What follows belongs to an exercise in optimizing a design on an open flow for small area; a production flow would make more cautious choices.
The RTL was checked by simulation tests, not by an equivalence proof against the original design.
The flow treats the clock pin as an ideal source, which a real chip does not have.
Power figures rest on the tool's default switching activity, not on a simulated workload.

==> run a: inputs <==
## image_readback_streamer
module image_readback_streamer #(
  parameter int unsigned TOTAL_BITS = image_pkg::TOTAL_BITS
) (
  input  logic                                 clk,
  input  logic                                 rst_n,
  input  logic                                 start_i,
  input  logic                                 abort_i,
  input  logic                                 img_valid_i,
  input  logic [TOTAL_BITS-1:0]                img_in_i,
  output logic [7:0]                           tx_data_o,
  output logic                                 tx_valid_o,
  input  logic                                 tx_ready_i,
  output logic                                 busy_o,
  output logic                                 done_o,
  output logic                                 err_not_ready_o,
  output logic [$clog2(TOTAL_BITS/8+1)-1:0]    byte_idx_o
);
  localparam int unsigned NUM_BYTES = TOTAL_BITS / 8;
  localparam int unsigned IDX_W     = $clog2(NUM_BYTES + 1);
  logic                  stream_q;    
  logic                  done_q;      
  logic [IDX_W-1:0]      idx_q;
  logic                  err_q;
  logic                  inv_q;       
  logic [TOTAL_BITS-1:0] shadow_q, shadow_d;
  logic                  last_byte;
  logic                  ld, sh, hd;
  assign last_byte = (idx_q == IDX_W'(NUM_BYTES - 1));
  always_ff @(posedge clk or negedge rst_n) begin
    if (!rst_n) begin
      stream_q <= 1'b0;
      done_q   <= 1'b0;
      idx_q    <= '0;
      err_q    <= 1'b0;
    end else begin
      err_q  <= !abort_i && !stream_q && !done_q && start_i && !img_valid_i;
      done_q <= !abort_i && stream_q && tx_ready_i && last_byte;
      if (abort_i) begin
        stream_q <= 1'b0;
        idx_q    <= '0;
      end else if (stream_q) begin
        if (tx_ready_i) begin
          if (last_byte) begin
  ...
==> module irs_bit, before the edit <==
module irs_bit (
  input  logic ld,     
  input  logic sh,     
  input  logic hd,     
  input  logic d,
  input  logic up,
  input  logic q,
  output logic y
);
  assign y = ~((ld & d) | (sh & up) | (hd & q));
endmodule
==> module irs_bit_top, before the edit <==
module irs_bit_top (
  input  logic ld,
  input  logic hd,
  input  logic d,
  input  logic q,
  output logic y
);
  assign y = ~((ld & d) | (hd & q));
endmodule
==> module image_readback_streamer, before the edit <==
module image_readback_streamer #(
  parameter int unsigned TOTAL_BITS = image_pkg::TOTAL_BITS
) (
  input  logic                                 clk,
  input  logic                                 rst_n,
  input  logic                                 start_i,
  input  logic                                 abort_i,
  input  logic                                 img_valid_i,
  input  logic [TOTAL_BITS-1:0]                img_in_i,
  output logic [7:0]                           tx_data_o,
  output logic                                 tx_valid_o,
  input  logic                                 tx_ready_i,
  output logic                                 busy_o,
  output logic                                 done_o,
  output logic                                 err_not_ready_o,
  output logic [$clog2(TOTAL_BITS/8+1)-1:0]    byte_idx_o
);
  localparam int unsigned NUM_BYTES = TOTAL_BITS / 8;
  localparam int unsigned IDX_W     = $clog2(NUM_BYTES + 1);
  logic                  stream_q;    
  logic                  done_q;      
  logic [IDX_W-1:0]      idx_q;
  logic                  err_q;
  logic                  inv_q;       
  logic [TOTAL_BITS-1:0] shadow_q, shadow_d;
  logic                  last_byte;
  logic                  ld, sh, hd;
  assign last_byte = (idx_q == IDX_W'(NUM_BYTES - 1));
  always_ff @(posedge clk or negedge rst_n) begin
    if (!rst_n) begin
      stream_q <= 1'b0;
      done_q   <= 1'b0;
      idx_q    <= '0;
      err_q    <= 1'b0;
    end else begin
      err_q  <= !abort_i && !stream_q && !done_q && start_i && !img_valid_i;
      done_q <= !abort_i && stream_q && tx_ready_i && last_byte;
      if (abort_i) begin
        stream_q <= 1'b0;
        idx_q    <= '0;
      end else if (stream_q) begin
        if (tx_ready_i) begin
          if (last_byte) begin
            stream_q <= 1'b0;
            idx_q    <= '0;
          end else begin
            idx_q <= idx_q + IDX_W'(1);
          end
        end
      end else if (!done_q && start_i && img_valid_i) begin
        stream_q <= 1'b1;
      end
    end
  end
  assign ld = !stream_q;
  assign sh = stream_q && tx_ready_i;
  assign hd = stream_q && !tx_ready_i;
  always_ff @(posedge clk) begin
    inv_q <= stream_q ? !inv_q : 1'b1;
  end
  for (genvar i = 0; i < TOTAL_BITS - 8; i++) begin : g_bit
    irs_bit u_bit (.ld(ld), .sh(sh), .hd(hd), .d(img_in_i[i]), .up(shadow_q[i + 8]),
                   .q(shadow_q[i]), .y(shadow_d[i]));
  end
  for (genvar i = TOTAL_BITS - 8; i < TOTAL_BITS; i++) begin : g_top
    irs_bit_top u_bit (.ld(ld), .hd(hd), .d(img_in_i[i]), .q(shadow_q[i]), .y(shadow_d[i]));
  end
  always_ff @(posedge clk) begin
    shadow_q <= shadow_d;
  end
  assign tx_data_o       = {8{stream_q}} & (shadow_q[7:0] ^ {8{inv_q}});
  assign tx_valid_o      = stream_q;
  assign busy_o          = stream_q;
  assign done_o          = done_q;
  assign byte_idx_o      = idx_q;
  assign err_not_ready_o = err_q;
endmodule
export LEC_CHECK = 0
export CAP_MARGIN = 20
export CORE_AREA = 2.76 2.72 497.26 247.52
export DIE_AREA = 0 0 500 250
export PLACE_DENSITY = 0.6
export SLEW_MARGIN = 20
export SYNTH_HIERARCHICAL = 1
export SYNTH_MINIMUM_KEEP_SIZE = 0
create_clock -name core_clock -period 5.0 [get_ports {clk}]
standard.sh (not shown) runs the stock make flow with config.mk's settings and CLKGATE_MAP_FILE= SYNTH_SCRIPT=/design/flow/synth_recipe.tcl, a recipe that flattens the netlist after the stock synthesis.
==> flow/flow/run.sh <==
#!/bin/bash
# Own layout flow: the standard flow (standard synthesis unchanged), with the port buffers
# made of the smallest buffer, a clock tree of smaller buffers without dummy loads, and a fanout
# limit for the buffering of high-fanout nets.
set -euo pipefail
export BUFFER_PORTS_ARGS="-buffer_cell sky130_fd_sc_hd__buf_1"
export CTS_ARGS="-sink_clustering_enable -repair_clock_nets -dont_use_dummy_load -sink_clustering_size 14 -sink_clustering_max_diameter 40 -buf_list {sky130_fd_sc_hd__clkbuf_8}"
export PRE_GLOBAL_PLACE_TCL="$PWD/flow/fanout.tcl"
export PRE_RESIZE_TCL="$PWD/flow/fanout.tcl"
export PRE_CTS_TCL="$PWD/flow/fanout.tcl"
export PRE_GLOBAL_ROUTE_TCL="$PWD/flow/fanout.tcl"
bash standard.sh synth > synth.log 2>&1
bash standard.sh finish > layout.log 2>&1
==> flow/flow/fanout.tcl <==
# Keep the wide select nets in buffer trees of modest fanout, which route more cleanly.
set_max_fanout 32 [current_design]
==> inputs of run b, as changes to run a <==
==> flow/design.v (replaced) <==
package image_pkg;
  localparam int unsigned IMG_WIDTH  = 30;
  localparam int unsigned IMG_HEIGHT = 30;
  localparam int unsigned TOTAL_BITS = 904;
  localparam int unsigned BYTE_W     = 8;
  localparam int unsigned NUM_BYTES  = TOTAL_BITS / BYTE_W;
  typedef enum logic [1:0] {
    StIdle,
    StStream,
    StCsum,
    StDone
  } rb_state_e;
endpackage
module irs_hold (
  input  logic ld,
  input  logic ld_n,
  input  logic d,
  input  logic q,
  output logic y
);
  assign y = (ld & d) | (ld_n & q);
endmodule
module irs_pick3 (
  input  logic [2:0] sel,
  input  logic [2:0] d,
  output logic       y_n
);
  assign y_n = ~((sel[0] & d[0]) | (sel[1] & d[1]) | (sel[2] & d[2]));
endmodule
module irs_pick2 (
  input  logic [1:0] sel,
  input  logic [1:0] d,
  output logic       y_n
);
  assign y_n = ~((sel[0] & d[0]) | (sel[1] & d[1]));
endmodule
module irs_merge #(
  parameter int unsigned N = 38
) (
  input  logic [N-1:0] y_n,
  output logic         y
);
  assign y = ~&y_n;
endmodule
module irs_sel (
  input  logic lo_n,
  input  logic hi_n,
  output logic sel
);
  assign sel = ~(lo_n | hi_n);
endmodule
module irs_predec #(
  parameter int unsigned IDX_W = 7,
  parameter int unsigned NHI   = 15
) (
  input  logic             en,
  input  logic [IDX_W-1:0] idx,
  output logic [7:0]       lo_n,
  output logic [NHI-1:0]   hi_n
);
  always_comb begin
    for (int i = 0; i < 8; i++) lo_n[i] = !(en && (idx[2:0] == 3'(i)));
    for (int j = 0; j < NHI; j++) hi_n[j] = !(idx[IDX_W-1:3] == (IDX_W-3)'(j));
  end
endmodule
module image_readback_streamer #(
  parameter int unsigned TOTAL_BITS = image_pkg::TOTAL_BITS
) (
  input  logic                                 clk,
  input  logic                                 rst_n,
  input  logic                                 start_i,
  input  logic                                 abort_i,
  input  logic                                 img_valid_i,
  input  logic [TOTAL_BITS-1:0]                img_in_i,
  output logic [7:0]                           tx_data_o,
  output logic                                 tx_valid_o,
  input  logic                                 tx_ready_i,
  output logic                                 busy_o,
  output logic                                 done_o,
  output logic                                 err_not_ready_o,
  output logic [$clog2(TOTAL_BITS/8+1)-1:0]    byte_idx_o
);
  localparam int unsigned NUM_BYTES = TOTAL_BITS / 8;
  localparam int unsigned IDX_W     = $clog2(NUM_BYTES + 1);
  localparam int unsigned NHI       = (NUM_BYTES + 7) / 8;
  localparam int unsigned NNXT      = NUM_BYTES - 1;
  localparam int unsigned NGRP3     = NNXT / 3;
  localparam int unsigned NREM      = NNXT - 3 * NGRP3;         
  localparam int unsigned NGRP      = NGRP3 + (NREM != 0 ? 1 : 0);
  localparam int unsigned SNAP_W    = TOTAL_BITS - 8;          
  logic                  stream_q;    
  logic                  done_q;      
  logic [IDX_W-1:0]      idx_q;
  logic                  err_q;
  logic [7:0]            data_q;      
  logic [SNAP_W-1:0]     shadow_q, shadow_d;
  logic                  last_byte;
  logic                  go;          
  logic [7:0]            nxt;         
  assign last_byte = (idx_q == IDX_W'(NUM_BYTES - 1));
  assign go        = !stream_q && !done_q && start_i && img_valid_i;
  always_ff @(posedge clk or negedge rst_n) begin
    if (!rst_n) begin
      stream_q <= 1'b0;
      done_q   <= 1'b0;
      idx_q    <= '0;
      err_q    <= 1'b0;
      data_q   <= '0;
    end else begin
      err_q  <= !abort_i && !stream_q && !done_q && start_i && !img_valid_i;
      done_q <= !abort_i && stream_q && tx_ready_i && last_byte;
      if (abort_i) begin
        stream_q <= 1'b0;
        idx_q    <= '0;
        data_q   <= '0;
      end else if (stream_q) begin
        if (tx_ready_i) begin
          data_q <= nxt;
          if (last_byte) begin
            stream_q <= 1'b0;
            idx_q    <= '0;
          end else begin
            idx_q <= idx_q + IDX_W'(1);
          end
        end
      end else if (go) begin
        stream_q <= 1'b1;
        data_q   <= img_in_i[7:0];
      end else begin
        data_q   <= '0;
      end
    end
  end
  for (genvar i = 0; i < SNAP_W; i++) begin : g_hold
    irs_hold u_hold (.ld(!stream_q), .ld_n(stream_q), .d(img_in_i[8 + i]), .q(shadow_q[i]),
                     .y(shadow_d[i]));
  end
  always_ff @(posedge clk) begin
    shadow_q <= shadow_d;
  end
  logic [7:0]           lo_n;
  logic [NHI-1:0]       hi_n;
  logic [NNXT-1:0]      sel;
  irs_predec #(.IDX_W(IDX_W), .NHI(NHI)) u_predec (
    .en(stream_q), .idx(idx_q), .lo_n(lo_n), .hi_n(hi_n)
  );
  for (genvar k = 0; k < NNXT; k++) begin : g_sel
    irs_sel u_sel (.lo_n(lo_n[k % 8]), .hi_n(hi_n[k / 8]), .sel(sel[k]));
  end
  for (genvar b = 0; b < 8; b++) begin : g_bit
    logic [NNXT-1:0] d;
    logic [NGRP-1:0] y_n;
    for (genvar k = 0; k < NNXT; k++) begin : g_d
      assign d[k] = shadow_q[8*k + b];
    end
    for (genvar g = 0; g < NGRP3; g++) begin : g_grp
      irs_pick3 u_pick (.sel(sel[3*g +: 3]), .d(d[3*g +: 3]), .y_n(y_n[g]));
    end
    if (NREM == 2) begin : g_rem2
      irs_pick2 u_pick (.sel(sel[3*NGRP3 +: 2]), .d(d[3*NGRP3 +: 2]), .y_n(y_n[NGRP3]));
    end else if (NREM == 1) begin : g_rem1
      assign y_n[NGRP3] = !(sel[3*NGRP3] && d[3*NGRP3]);
    end
    irs_merge #(.N(NGRP)) u_merge (.y_n(y_n), .y(nxt[b]));
  end
  assign tx_data_o       = data_q;
  assign tx_valid_o      = stream_q;
  assign busy_o          = stream_q;
  assign done_o          = done_q;
  assign byte_idx_o      = idx_q;
  assign err_not_ready_o = err_q;
endmodule
==> flow/flow/run.sh (replaced) <==
#!/bin/bash
# Own layout flow: the standard flow (standard synthesis unchanged), with the port buffers
# made of the smallest buffer and a clock tree of smaller buffers without dummy loads.
set -euo pipefail
export BUFFER_PORTS_ARGS="-buffer_cell sky130_fd_sc_hd__buf_1"
export CTS_ARGS="-sink_clustering_enable -repair_clock_nets -dont_use_dummy_load -sink_clustering_size 14 -sink_clustering_max_diameter 40 -buf_list {sky130_fd_sc_hd__clkbuf_8}"
bash standard.sh synth > synth.log 2>&1
bash standard.sh finish > layout.log 2>&1
- CORE_AREA: 2.76 2.72 497.26 247.52 -> 2.76 2.72 467.1 122.4
- DIE_AREA: 0 0 500 250 -> 0 0 470 125
- PLACE_DENSITY: 0.6 -> 0.75
removed: flow/flow/fanout.tcl
==> comparison table <==
| metric | run b | run a |
|---|---|---|
| Worst Setup SP | idx_q[4] | stream_q |
| Number of fill cells | 4,495 | 12,556 |
| Cell seen most often among critical-path stages | sky130_fd_sc_hd__nor2_1 | sky130_fd_sc_hd__buf_4 |
| Clock-cell share | 0.0279 | 0.0320 |
| CP arrival | 4.88 ns | 2.79 ns |
| Clock buffer count from CTS | 75 | 83 |
| Register area | 18,400 µm² | 18,400 µm² |
| Vias in the first global route | 27,144 | 24,481 |
| Multi-input gate share of the layout cell area | 0.342 | 0.265 |
| Result of the run | no timing/DRC/antenna violations | no timing/DRC/antenna violations |
| Via count of the routed design | 29,325 | 26,751 |
| Via-per-instance ratio | 6.90 | 5.73 |
| Total stage count of the critical path | 10 | 5 |
| Kind of end point of the critical path | register | primary output |
| Slew of the pin with the lowest slew margin | 1.21 ns | 1.03 ns |
| Total routed wirelength | 120 mm | 104 mm |
| Clock network power share | 0.275 | 0.276 |
| Wl on met1 | 51.0 mm | 40.6 mm |
| Startpoint of the lowest-slack register-to-register path | idx_q[4] | stream_q |
| Met1 global-route usage | 0.559 | 0.189 |
| Util after Layout | 0.665 | 0.294 |
| Clock network power | 3750 µW | 3850 µW |
| Instance count of the mapped netlist | 2,446 | 1,888 |
| Non-CTS buffers | 966 | 1,063 |
| Final clock skew | 0.0411 ns | 0.0921 ns |

## afterwards: timing with drivers on the ports
Ports are ideal in the flow. The routed layouts listed here were re-timed in OpenROAD. Step 1 (the two cells are an assumption about what drives the block):
set clk [get_ports {clk}]
set_driving_cell -lib_cell sky130_fd_sc_hd__clkbuf_16 $clk
set_driving_cell -lib_cell sky130_fd_sc_hd__buf_2 [delete_from_list [all_inputs] $clk]
Step 2 times the ports against the registers' clock, not the clock port: input delays grow and output delays shrink by t, the midpoint of the rising clock arrivals with the driver on. a / b / c = ideal / step 1 / step 2; a / b = the first two.
| run | t, ns | setup slack, ns | hold WS [ns] | slew at the worst register clock pin (ns) | cell pins on the clock port's net |
|---|---|---|---|---|---|
| run a | 0.744 | 1.209 / 1.159 / 1.694 | 0.294 / 0.268 / 0.389 | 0.10 / 0.10 | 1 |
| run b | 0.761 | 0.665 / 0.665 / 0.665 | 0.247 / 0.205 / 0.473 | 0.10 / 0.10 | 1 |
After both steps setup and hold are still met in every run listed.
